What follows belongs to an exercise in optimizing a design on an open flow for small area; a production flow would make more cautious choices. In this exercise RTL edits were held to simulation tests only and were not proved equivalent to the original. Power figures rest on the tool's default switching activity, not on a simulated workload.

==> inputs of v3 <==
==> flow/design.v <==
`default_nettype none
package apb_mon_pkg;
    typedef enum logic [1:0] {
        phase_idle   = 2'd0,
        phase_setup  = 2'd1,
        phase_access = 2'd2
    } apb_phase_t;
    typedef enum logic [1:0] {
        viol_no_enable        = 2'd0,
        viol_unstable         = 2'd1,
        viol_enable_held      = 2'd2,
        viol_enable_no_select = 2'd3
    } apb_viol_t;
    typedef logic [3:0] viol_vec_t;
    typedef logic [$clog2(64)-1:0] bin_idx_t;
endpackage
`default_nettype wire
`default_nettype none
module apb_bus_monitor (
    input  wire         apb_if_monitor,
    input  wire         rst,
    input  wire         presetn,
    input  wire         psel,
    input  wire         penable,
    input  wire         pwrite,
    input  wire [31:0]  paddr,
    input  wire [31:0]  pwdata,
    input  wire [31:0]  prdata,
    input  wire         pready,
    input  wire         pslverr,
    input  wire         wb_cyc,
    input  wire         wb_stb,
    input  wire         wb_we,
    input  wire [6:0]   wb_adr,
    input  wire [31:0]  wb_wdata,
    output logic        wb_ack,
    output logic [31:0] wb_rdata
);
    logic [1:0]  state;       
    logic        xfer_done;
    logic [5:0]  xfer_bin;
    logic [3:0]  viol_pulse;
    logic        cap_write;
    logic [31:0] cap_addr;
    logic [31:0] cap_wdata;
    logic       st_idle, st_setup, in_xfer, complete, changed, start;
    logic [1:0] state_next;
    logic [3:0] viol_now;
    assign st_idle  = (state == 2'd0);
    assign st_setup = (state == 2'd1);
    assign in_xfer  = (state == 2'd1) || (state == 2'd2);
    assign complete = in_xfer && psel && penable && pready;
    assign start    = st_idle && psel && !penable;
    assign changed  = (paddr != cap_addr) || (pwrite != cap_write) ||
                      (cap_write && (pwdata != cap_wdata));
    always_comb begin
        if (start)
            state_next = 2'd1;
        else if (psel && !complete && (st_setup ? penable : (state == 2'd2)))
            state_next = 2'd2;
        else
            state_next = 2'd0;
    end
    assign viol_now[0] = st_setup && !penable;
    assign viol_now[1] = in_xfer && psel && penable && changed;
    assign viol_now[2] = xfer_done && penable;
    assign viol_now[3] = penable && !psel;
    always_ff @(posedge apb_if_monitor) begin
        if (rst || !presetn) begin
            state      <= 2'd0;
            xfer_done  <= 1'b0;
            viol_pulse <= 4'd0;
        end else begin
            state      <= state_next;
            xfer_done  <= complete;
            viol_pulse <= viol_now;
        end
    end
    always_ff @(posedge apb_if_monitor) begin
        if (start) begin
            cap_write <= pwrite;
            cap_addr  <= paddr;
            cap_wdata <= pwdata;
        end
        if (complete) begin
            xfer_bin <= {pwrite, pslverr, paddr[31:28]};
        end
    end
    logic       wb_req, wr_flags, wr_ctrl, count_clear, count_enable;
    logic [3:0] flags_q;
    logic [3:0] clr_mask;
    assign wb_req      = wb_cyc && wb_stb && !wb_ack;
    assign wr_flags    = wb_req && wb_we && (wb_adr == 7'd64);
    assign wr_ctrl     = wb_req && wb_we && (wb_adr == 7'd66);
    assign count_clear = wr_ctrl && wb_wdata[1];
    assign clr_mask    = wr_flags ? wb_wdata[3:0] : 4'd0;
    always_ff @(posedge apb_if_monitor) begin
        if (rst) begin
            wb_ack       <= 1'b0;
            count_enable <= 1'b1;
            flags_q      <= 4'd0;
        end else begin
            wb_ack <= wb_req;
            if (wr_ctrl)
                count_enable <= wb_wdata[0];
            flags_q <= (flags_q & ~clr_mask) | viol_pulse;
        end
    end
    localparam int NR = 8;           
    localparam int NS = 64 / NR;     
    localparam int PW = $clog2(NS);  
    localparam int NQ = NS / 2;      
    localparam int QW = $clog2(NQ);
    logic [15:0]   ring [NR][NS];
    logic [PW-1:0] phase;
    logic [PW:0]   sweep;
    logic [5:0]    q_bin [NQ];
    logic [NQ-1:0] q_pend;
    logic [QW-1:0] q_wp;
    logic [15:0]   viol_total;
    logic          clear_all;
    logic          rec;
    logic [5:0]    pos;
    logic [63:0]   pos_hot;
    logic [15:0]   rd_raw;
    logic          rd_valid;
    logic [NQ-1:0] rd_match;
    logic [QW:0]   rd_cnt;
    logic [16:0]   rd_sum;
    logic [15:0]   rd;
    logic          head_valid;
    logic [NQ-1:0] q_due;
    assign clear_all = rst || count_clear;
    assign rec       = xfer_done && count_enable && !clear_all;
    assign pos       = {wb_adr[5:PW], PW'(phase - wb_adr[PW-1:0] - PW'(1))};
    apb_mon_dec6 u_dec_pos (.a(pos), .y(pos_hot));
    for (genvar b = 0; b < 16; b++) begin : g_rd_ring
        logic [63:0] col;
        for (genvar i = 0; i < 64; i++) begin : g_col
            assign col[i] = ring[i/NS][i%NS][b];
        end
        apb_mon_rd_bit u_rd_bit (.d(col), .s(pos_hot), .y(rd_raw[b]));
    end
    always_comb begin
        for (int i = 0; i < NQ; i++) begin
            rd_match[i] = q_pend[i] && (q_bin[i] == wb_adr[5:0]);
            q_due[i]    = q_pend[i] && (q_bin[i][PW-1:0] == phase);
        end
    end
    apb_mon_popcount #(.N(NQ)) u_rd_cnt (.a(rd_match), .y(rd_cnt));
    assign rd_valid = {1'b0, pos[PW-1:0]} < sweep;
    assign rd_sum   = {1'b0, rd_valid ? rd_raw : 16'd0} + 17'(rd_cnt);
    assign rd       = rd_sum[16] ? 16'hFFFF : rd_sum[15:0];
    assign head_valid = sweep[PW];
    for (genvar r = 0; r < NR; r++) begin : g_ring
        logic [NQ-1:0] due;
        logic [QW:0]   cnt;
        logic [16:0] sum;
        logic [15:0] head_new;
        for (genvar i = 0; i < NQ; i++) begin : g_due
            assign due[i] = q_due[i] && (q_bin[i][5:PW] == (6-PW)'(r));
        end
        apb_mon_popcount #(.N(NQ)) u_cnt (.a(due), .y(cnt));
        assign sum      = {1'b0, head_valid ? ring[r][NS-1] : 16'd0} + 17'(cnt);
        assign head_new = sum[16] ? 16'hFFFF : sum[15:0];
        always_ff @(posedge apb_if_monitor) begin
            ring[r][0] <= head_new;
            for (int i = 1; i < NS; i++)
                ring[r][i] <= ring[r][i-1];
        end
    end
    always_ff @(posedge apb_if_monitor) begin
        for (int i = 0; i < NQ; i++) begin
            if (clear_all)
                q_pend[i] <= 1'b0;
            else if (rec && (q_wp == QW'(i)))
                q_pend[i] <= 1'b1;
            else if (q_due[i])
                q_pend[i] <= 1'b0;
            if (rec && (q_wp == QW'(i)))
                q_bin[i] <= xfer_bin;
        end
        if (rst)
            q_wp <= '0;
        else if (rec)
            q_wp <= q_wp + QW'(1);
    end
    always_ff @(posedge apb_if_monitor) begin
        if (rst)
            phase <= '0;
        else
            phase <= phase + PW'(1);
        if (clear_all)
            sweep <= '0;
        else if (!sweep[PW])
            sweep <= sweep + (PW+1)'(1);
    end
    always_ff @(posedge apb_if_monitor) begin
        if (clear_all)
            viol_total <= 16'd0;
        else if (count_enable && (|viol_pulse) && (viol_total != 16'hFFFF))
            viol_total <= viol_total + 16'd1;
    end
    logic [15:0] read_word;
    logic [15:0] rdata_q;
    always_comb begin
        if (!wb_adr[6])
            read_word = rd;
        else begin
            case (wb_adr[5:0])
                6'd0:    read_word = {12'd0, flags_q};
                6'd1:    read_word = viol_total;
                6'd2:    read_word = {15'd0, count_enable};
                default: read_word = 16'd0;
            endcase
        end
    end
    always_ff @(posedge apb_if_monitor) begin
        rdata_q <= read_word;
    end
    assign wb_rdata = {16'd0, rdata_q};
endmodule
module apb_mon_dec6 (
    input  wire [5:0]  a,
    output logic [63:0] y
);
    always_comb begin
        for (int i = 0; i < 64; i++)
            y[i] = (a == 6'(i));
    end
endmodule
module apb_mon_popcount #(
    parameter int N = 8
) (
    input  wire [N-1:0]         a,
    output logic [$clog2(N):0]  y
);
    always_comb begin
        y = '0;
        for (int i = 0; i < N; i++)
            y = y + ($clog2(N)+1)'(a[i]);
    end
endmodule
module apb_mon_rd_bit (
    input  wire [63:0] d,
    input  wire [63:0] s,
    output wire        y
);
    wire [21:0] t;
    for (genvar k = 0; k < 21; k++) begin : g_aoi
        apb_mon_aoi222 u_aoi (
            .a0(d[3*k]),   .s0(s[3*k]),
            .a1(d[3*k+1]), .s1(s[3*k+1]),
            .a2(d[3*k+2]), .s2(s[3*k+2]),
            .y (t[k])
        );
    end
    assign t[21] = ~(d[63] & s[63]);
    assign y = ~&t;
endmodule
module apb_mon_aoi222 (
    input  wire a0, s0, a1, s1, a2, s2,
    output wire y
);
    assign y = ~((a0 & s0) | (a1 & s1) | (a2 & s2));
endmodule
`default_nettype wire
==> flow/flow/run.sh <==
#!/bin/bash
set -euo pipefail
export BUFFER_PORTS_ARGS="-buffer_cell sky130_fd_sc_hd__buf_1"
export CTS_ARGS="-sink_clustering_enable -repair_clock_nets -sink_clustering_size 10 -sink_clustering_max_diameter 35 -buf_list sky130_fd_sc_hd__clkbuf_4 -dont_use_dummy_load"
bash standard.sh > standard.log 2>&1
==> flow/standard.sh <==
#!/bin/bash
# synth_recipe.tcl (not shown) runs the flow's synth.tcl, then flattens the netlist and writes it again
# the make line also repeats each setting of config.mk as NAME=value (left out here)
make -C /OpenROAD-flow-scripts/flow DESIGN_CONFIG=/design/flow/config.mk WORK_HOME=/design/flow/orfs CLKGATE_MAP_FILE= SYNTH_SCRIPT=/design/flow/synth_recipe.tcl "${@:-finish}"
==> flow/config.mk <==
export PLATFORM = sky130hd
export DESIGN_NAME = apb_bus_monitor
export DESIGN_NICKNAME = apb_bus_monitor
export VERILOG_FILES = /design/flow/design.v
export SDC_FILE = /design/flow/constraint.sdc
export NUM_CORES = 4
export LEC_CHECK = 0
export CAP_MARGIN = 10
export CORE_MARGIN = 2
export CORE_UTILIZATION = 45
export CTS_BUF_LIST = sky130_fd_sc_hd__clkbuf_4
export CTS_CLUSTER_DIAMETER = 35
export CTS_CLUSTER_SIZE = 10
export PLACE_DENSITY = 0.6
export SLEW_MARGIN = 10
export SYNTH_HIERARCHICAL = 1
export SYNTH_MINIMUM_KEEP_SIZE = 0
==> flow/constraint.sdc <==
create_clock -name core_clock -period 8.0 [get_ports {apb_if_monitor}]
set_input_delay 1.6000 -clock core_clock [delete_from_list [all_inputs] [get_ports {apb_if_monitor}]]
set_output_delay 1.6000 -clock core_clock [all_outputs]
set_load 0.01 [all_outputs]
==> v11: changes against v3 <==
--- a/flow/design.v
+++ b/flow/design.v
@@ -259,4 +259,21 @@
     assign y = ~&t;
 endmodule
+module apb_mon_rd16 (
+    input  wire [15:0] d,
+    input  wire [15:0] s,
+    output wire        y
+);
+    wire [5:0] t;
+    for (genvar k = 0; k < 5; k++) begin : g_aoi
+        apb_mon_aoi222 u_aoi (
+            .a0(d[3*k]),   .s0(s[3*k]),
+            .a1(d[3*k+1]), .s1(s[3*k+1]),
+            .a2(d[3*k+2]), .s2(s[3*k+2]),
+            .y (t[k])
+        );
+    end
+    assign t[5] = ~(d[15] & s[15]);
+    assign y = ~&t;
+endmodule
 module apb_mon_aoi222 (
     input  wire a0, s0, a1, s1, a2, s2,
==> flow/flow/run.sh (replaced) <==
#!/bin/bash
set -euo pipefail
export BUFFER_PORTS_ARGS="-buffer_cell sky130_fd_sc_hd__buf_1"
export CTS_ARGS="-sink_clustering_enable -repair_clock_nets -sink_clustering_size 16 -sink_clustering_max_diameter 50 -buf_list sky130_fd_sc_hd__clkbuf_8 -dont_use_dummy_load"
bash standard.sh > standard.log 2>&1
--- a/flow/config.mk
+++ b/flow/config.mk
@@ -9,7 +9,7 @@
 export CORE_MARGIN = 2
 export CORE_UTILIZATION = 45
-export CTS_BUF_LIST = sky130_fd_sc_hd__clkbuf_4
-export CTS_CLUSTER_DIAMETER = 35
-export CTS_CLUSTER_SIZE = 10
+export CTS_BUF_LIST = sky130_fd_sc_hd__clkbuf_8
+export CTS_CLUSTER_DIAMETER = 50
+export CTS_CLUSTER_SIZE = 16
 export PLACE_DENSITY = 0.6
 export SLEW_MARGIN = 10
==> v1: changes against v3 <==
--- a/flow/design.v
+++ b/flow/design.v
@@ -107,15 +107,10 @@
         end
     end
-    localparam int NR = 8;           
-    localparam int NS = 64 / NR;     
-    localparam int PW = $clog2(NS);  
-    localparam int NQ = NS / 2;      
-    localparam int QW = $clog2(NQ);
-    logic [15:0]   ring [NR][NS];
-    logic [PW-1:0] phase;
-    logic [PW:0]   sweep;
-    logic [5:0]    q_bin [NQ];
-    logic [NQ-1:0] q_pend;
-    logic [QW-1:0] q_wp;
+    logic [15:0]   ring [4][16];
+    logic [3:0]    phase;
+    logic [4:0]    sweep;
+    logic [5:0]    q_bin [8];
+    logic [7:0]    q_pend;
+    logic [2:0]    q_wp;
     logic [15:0]   viol_total;
     logic          clear_all;
@@ -125,74 +120,74 @@
     logic [15:0]   rd_raw;
     logic          rd_valid;
-    logic [NQ-1:0] rd_match;
-    logic [QW:0]   rd_cnt;
+    logic [7:0]    rd_match;
+    logic [3:0]    rd_cnt;
     logic [16:0]   rd_sum;
     logic [15:0]   rd;
     logic          head_valid;
-    logic [NQ-1:0] q_due;
+    logic [7:0]    q_due;
     assign clear_all = rst || count_clear;
     assign rec       = xfer_done && count_enable && !clear_all;
-    assign pos       = {wb_adr[5:PW], PW'(phase - wb_adr[PW-1:0] - PW'(1))};
+    assign pos       = {wb_adr[5:4], phase - wb_adr[3:0] - 4'd1};
     apb_mon_dec6 u_dec_pos (.a(pos), .y(pos_hot));
     for (genvar b = 0; b < 16; b++) begin : g_rd_ring
         logic [63:0] col;
         for (genvar i = 0; i < 64; i++) begin : g_col
-            assign col[i] = ring[i/NS][i%NS][b];
+            assign col[i] = ring[i/16][i%16][b];
         end
         apb_mon_rd_bit u_rd_bit (.d(col), .s(pos_hot), .y(rd_raw[b]));
     end
     always_comb begin
-        for (int i = 0; i < NQ; i++) begin
+        for (int i = 0; i < 8; i++) begin
             rd_match[i] = q_pend[i] && (q_bin[i] == wb_adr[5:0]);
-            q_due[i]    = q_pend[i] && (q_bin[i][PW-1:0] == phase);
-        end
-    end
-    apb_mon_popcount #(.N(NQ)) u_rd_cnt (.a(rd_match), .y(rd_cnt));
-    assign rd_valid = {1'b0, pos[PW-1:0]} < sweep;
-    assign rd_sum   = {1'b0, rd_valid ? rd_raw : 16'd0} + 17'(rd_cnt);
+            q_due[i]    = q_pend[i] && (q_bin[i][3:0] == phase);
+        end
+    end
+    apb_mon_popcount8 u_rd_cnt (.a(rd_match), .y(rd_cnt));
+    assign rd_valid = {1'b0, pos[3:0]} < sweep;
+    assign rd_sum   = {1'b0, rd_valid ? rd_raw : 16'd0} + {13'd0, rd_cnt};
     assign rd       = rd_sum[16] ? 16'hFFFF : rd_sum[15:0];
-    assign head_valid = sweep[PW];
-    for (genvar r = 0; r < NR; r++) begin : g_ring
-        logic [NQ-1:0] due;
-        logic [QW:0]   cnt;
+    assign head_valid = sweep[4];
+    for (genvar r = 0; r < 4; r++) begin : g_ring
+        logic [7:0]  due;
+        logic [3:0]  cnt;
         logic [16:0] sum;
         logic [15:0] head_new;
-        for (genvar i = 0; i < NQ; i++) begin : g_due
-            assign due[i] = q_due[i] && (q_bin[i][5:PW] == (6-PW)'(r));
-        end
-        apb_mon_popcount #(.N(NQ)) u_cnt (.a(due), .y(cnt));
-        assign sum      = {1'b0, head_valid ? ring[r][NS-1] : 16'd0} + 17'(cnt);
+        for (genvar i = 0; i < 8; i++) begin : g_due
+            assign due[i] = q_due[i] && (q_bin[i][5:4] == 2'(r));
+        end
+        apb_mon_popcount8 u_cnt (.a(due), .y(cnt));
+        assign sum      = {1'b0, head_valid ? ring[r][15] : 16'd0} + {13'd0, cnt};
         assign head_new = sum[16] ? 16'hFFFF : sum[15:0];
         always_ff @(posedge apb_if_monitor) begin
             ring[r][0] <= head_new;
-            for (int i = 1; i < NS; i++)
+            for (int i = 1; i < 16; i++)
                 ring[r][i] <= ring[r][i-1];
         end
     end
     always_ff @(posedge apb_if_monitor) begin
-        for (int i = 0; i < NQ; i++) begin
+        for (int i = 0; i < 8; i++) begin
             if (clear_all)
                 q_pend[i] <= 1'b0;
-            else if (rec && (q_wp == QW'(i)))
+            else if (rec && (q_wp == 3'(i)))
                 q_pend[i] <= 1'b1;
             else if (q_due[i])
                 q_pend[i] <= 1'b0;
-            if (rec && (q_wp == QW'(i)))
+            if (rec && (q_wp == 3'(i)))
                 q_bin[i] <= xfer_bin;
         end
         if (rst)
-            q_wp <= '0;
+            q_wp <= 3'd0;
         else if (rec)
-            q_wp <= q_wp + QW'(1);
+            q_wp <= q_wp + 3'd1;
     end
     always_ff @(posedge apb_if_monitor) begin
         if (rst)
-            phase <= '0;
+            phase <= 4'd0;
         else
-            phase <= phase + PW'(1);
+            phase <= phase + 4'd1;
         if (clear_all)
-            sweep <= '0;
-        else if (!sweep[PW])
-            sweep <= sweep + (PW+1)'(1);
+            sweep <= 5'd0;
+        else if (!sweep[4])
+            sweep <= sweep + 5'd1;
     end
     always_ff @(posedge apb_if_monitor) begin
@@ -230,14 +225,12 @@
     end
 endmodule
-module apb_mon_popcount #(
-    parameter int N = 8
-) (
-    input  wire [N-1:0]         a,
-    output logic [$clog2(N):0]  y
-);
-    always_comb begin
-        y = '0;
-        for (int i = 0; i < N; i++)
-            y = y + ($clog2(N)+1)'(a[i]);
+module apb_mon_popcount8 (
+    input  wire [7:0]  a,
+    output logic [3:0] y
+);
+    always_comb begin
+        y = 4'd0;
+        for (int i = 0; i < 8; i++)
+            y = y + 4'(a[i]);
     end
 endmodule
@@ -259,4 +252,21 @@
     assign y = ~&t;
 endmodule
+module apb_mon_rd16 (
+    input  wire [15:0] d,
+    input  wire [15:0] s,
+    output wire        y
+);
+    wire [5:0] t;
+    for (genvar k = 0; k < 5; k++) begin : g_aoi
+        apb_mon_aoi222 u_aoi (
+            .a0(d[3*k]),   .s0(s[3*k]),
+            .a1(d[3*k+1]), .s1(s[3*k+1]),
+            .a2(d[3*k+2]), .s2(s[3*k+2]),
+            .y (t[k])
+        );
+    end
+    assign t[5] = ~(d[15] & s[15]);
+    assign y = ~&t;
+endmodule
 module apb_mon_aoi222 (
     input  wire a0, s0, a1, s1, a2, s2,
==> flow/flow/run.sh (replaced) <==
#!/bin/bash
set -euo pipefail
export BUFFER_PORTS_ARGS="-buffer_cell sky130_fd_sc_hd__buf_1"
export CTS_ARGS="-sink_clustering_enable -repair_clock_nets -sink_clustering_size 30 -sink_clustering_max_diameter 60 -buf_list sky130_fd_sc_hd__clkbuf_16 -dont_use_dummy_load"
bash standard.sh > standard.log 2>&1
--- a/flow/config.mk
+++ b/flow/config.mk
@@ -9,7 +9,7 @@
 export CORE_MARGIN = 2
 export CORE_UTILIZATION = 45
-export CTS_BUF_LIST = sky130_fd_sc_hd__clkbuf_4
-export CTS_CLUSTER_DIAMETER = 35
-export CTS_CLUSTER_SIZE = 10
+export CTS_BUF_LIST = sky130_fd_sc_hd__clkbuf_16
+export CTS_CLUSTER_DIAMETER = 60
+export CTS_CLUSTER_SIZE = 30
 export PLACE_DENSITY = 0.6
 export SLEW_MARGIN = 10
==> v14: changes against v3 <==
--- a/flow/design.v
+++ b/flow/design.v
@@ -259,4 +259,21 @@
     assign y = ~&t;
 endmodule
+module apb_mon_rd16 (
+    input  wire [15:0] d,
+    input  wire [15:0] s,
+    output wire        y
+);
+    wire [5:0] t;
+    for (genvar k = 0; k < 5; k++) begin : g_aoi
+        apb_mon_aoi222 u_aoi (
+            .a0(d[3*k]),   .s0(s[3*k]),
+            .a1(d[3*k+1]), .s1(s[3*k+1]),
+            .a2(d[3*k+2]), .s2(s[3*k+2]),
+            .y (t[k])
+        );
+    end
+    assign t[5] = ~(d[15] & s[15]);
+    assign y = ~&t;
+endmodule
 module apb_mon_aoi222 (
     input  wire a0, s0, a1, s1, a2, s2,
==> summary.txt <==
Pwr
  • Sw frac: 20.76%
  • Static Leak: 15.10 nW
  • Switch Pwr: about 2.0 mW

Synth
  • Mapped cell area: 36960 sq um

Critical path
  • Worst setup SP type: flip-flop
  • Cell depth of the worst setup path: 20
  • Reg-to-reg endpoint: ring[48][13]
  • R2R depth: 20

Run status
  • Status: complete, no violations

Final layout
  • FFs & Latches: 1208

Global route
  • First-pass GRT wire length: approximately 140 mm
That was v1.
==> summary.txt <==
Pwr
  • Switch Pwr: between 2 and 2.5 mW
  • Sw frac: 22.49%
  • Static Leak: 15.07 nW

Critical path
  • Worst setup SP type: input pin
  • R2R depth: 19
  • Reg-to-reg endpoint: rdata_q[1]

Final layout
  • FFs & Latches: between 1000 and 1500

Global route
  • First-pass GRT wire length: 150.4 mm

Run status
  • Status: complete, no violations
That was v14.
==> summary.txt <==
Run status
  • Status: complete, no violations

Critical path
  • R2R depth: 19
  • Reg-to-reg endpoint: rdata_q[3]
  • Cell depth of the worst setup path: 21
  • Worst setup SP type: input pin

Final layout
  • FFs & Latches: 1177
  • Max FFs per register: 1024

Pwr
  • Sw frac: 21.57%
  • Switch Pwr: 1.981 mW
  • Static Leak: 15.06 nW
That was v11.
==> summary.txt <==
Run status
  • Status: complete, no violations

Placement
  • # port buffers: about 100

Detailed routing
  • Max layer used: met5

Critical path
  • R2R depth: 19
  • Cell depth of the worst setup path: 21
  • Reg-to-reg endpoint: rdata_q[1]

Final layout
  • FFs & Latches: 1177
  • Multi-input comb cells: 1585

Global route
  • First-pass GRT wire length: between 150 and 200 mm

Pwr
  • Switch Pwr: 2.025 mW
  • Static Leak: 15.07 nW
  • Sw frac: 22.49%

Clock tree
  • H-tree depth: 4
That was v3.

[re-timing with driven ports]
The results above use ideal ports. As a check the final layouts listed here were re-extracted and re-timed, cells and wires unchanged. Step 1 (the two cells are an assumption about what drives the block):
set clk [get_ports {apb_if_monitor}]
set_driving_cell -lib_cell sky130_fd_sc_hd__clkbuf_16 $clk
set_driving_cell -lib_cell sky130_fd_sc_hd__buf_2 [delete_from_list [all_inputs] $clk]
Step 2 times the ports against the registers' clock, not the clock port: input delays grow and output delays shrink by t, the midpoint of the rising clock arrivals with the driver on. Three values: no drivers, after step 1, after step 2; two values: the first two.
run	t (ns)	slack for setup (ns)	latest minus earliest clock arrival (ns)	slew at the worst register clock pin (ns)	worst slew at a driven data input, ns
v3	1.049	1.944 / 1.973 / 0.924	0.160 / 0.160	0.11 / 0.11	0.05
v11	0.770	1.600 / 1.631 / 0.861	0.070 / 0.070	0.10 / 0.10	0.05
v1	0.704	1.362 / 1.362 / 0.827	0.103 / 0.103	0.11 / 0.11	0.19
v14	1.049	1.944 / 1.973 / 0.924	0.160 / 0.160	0.11 / 0.11	0.05
After both steps setup and hold are still met in every run listed.
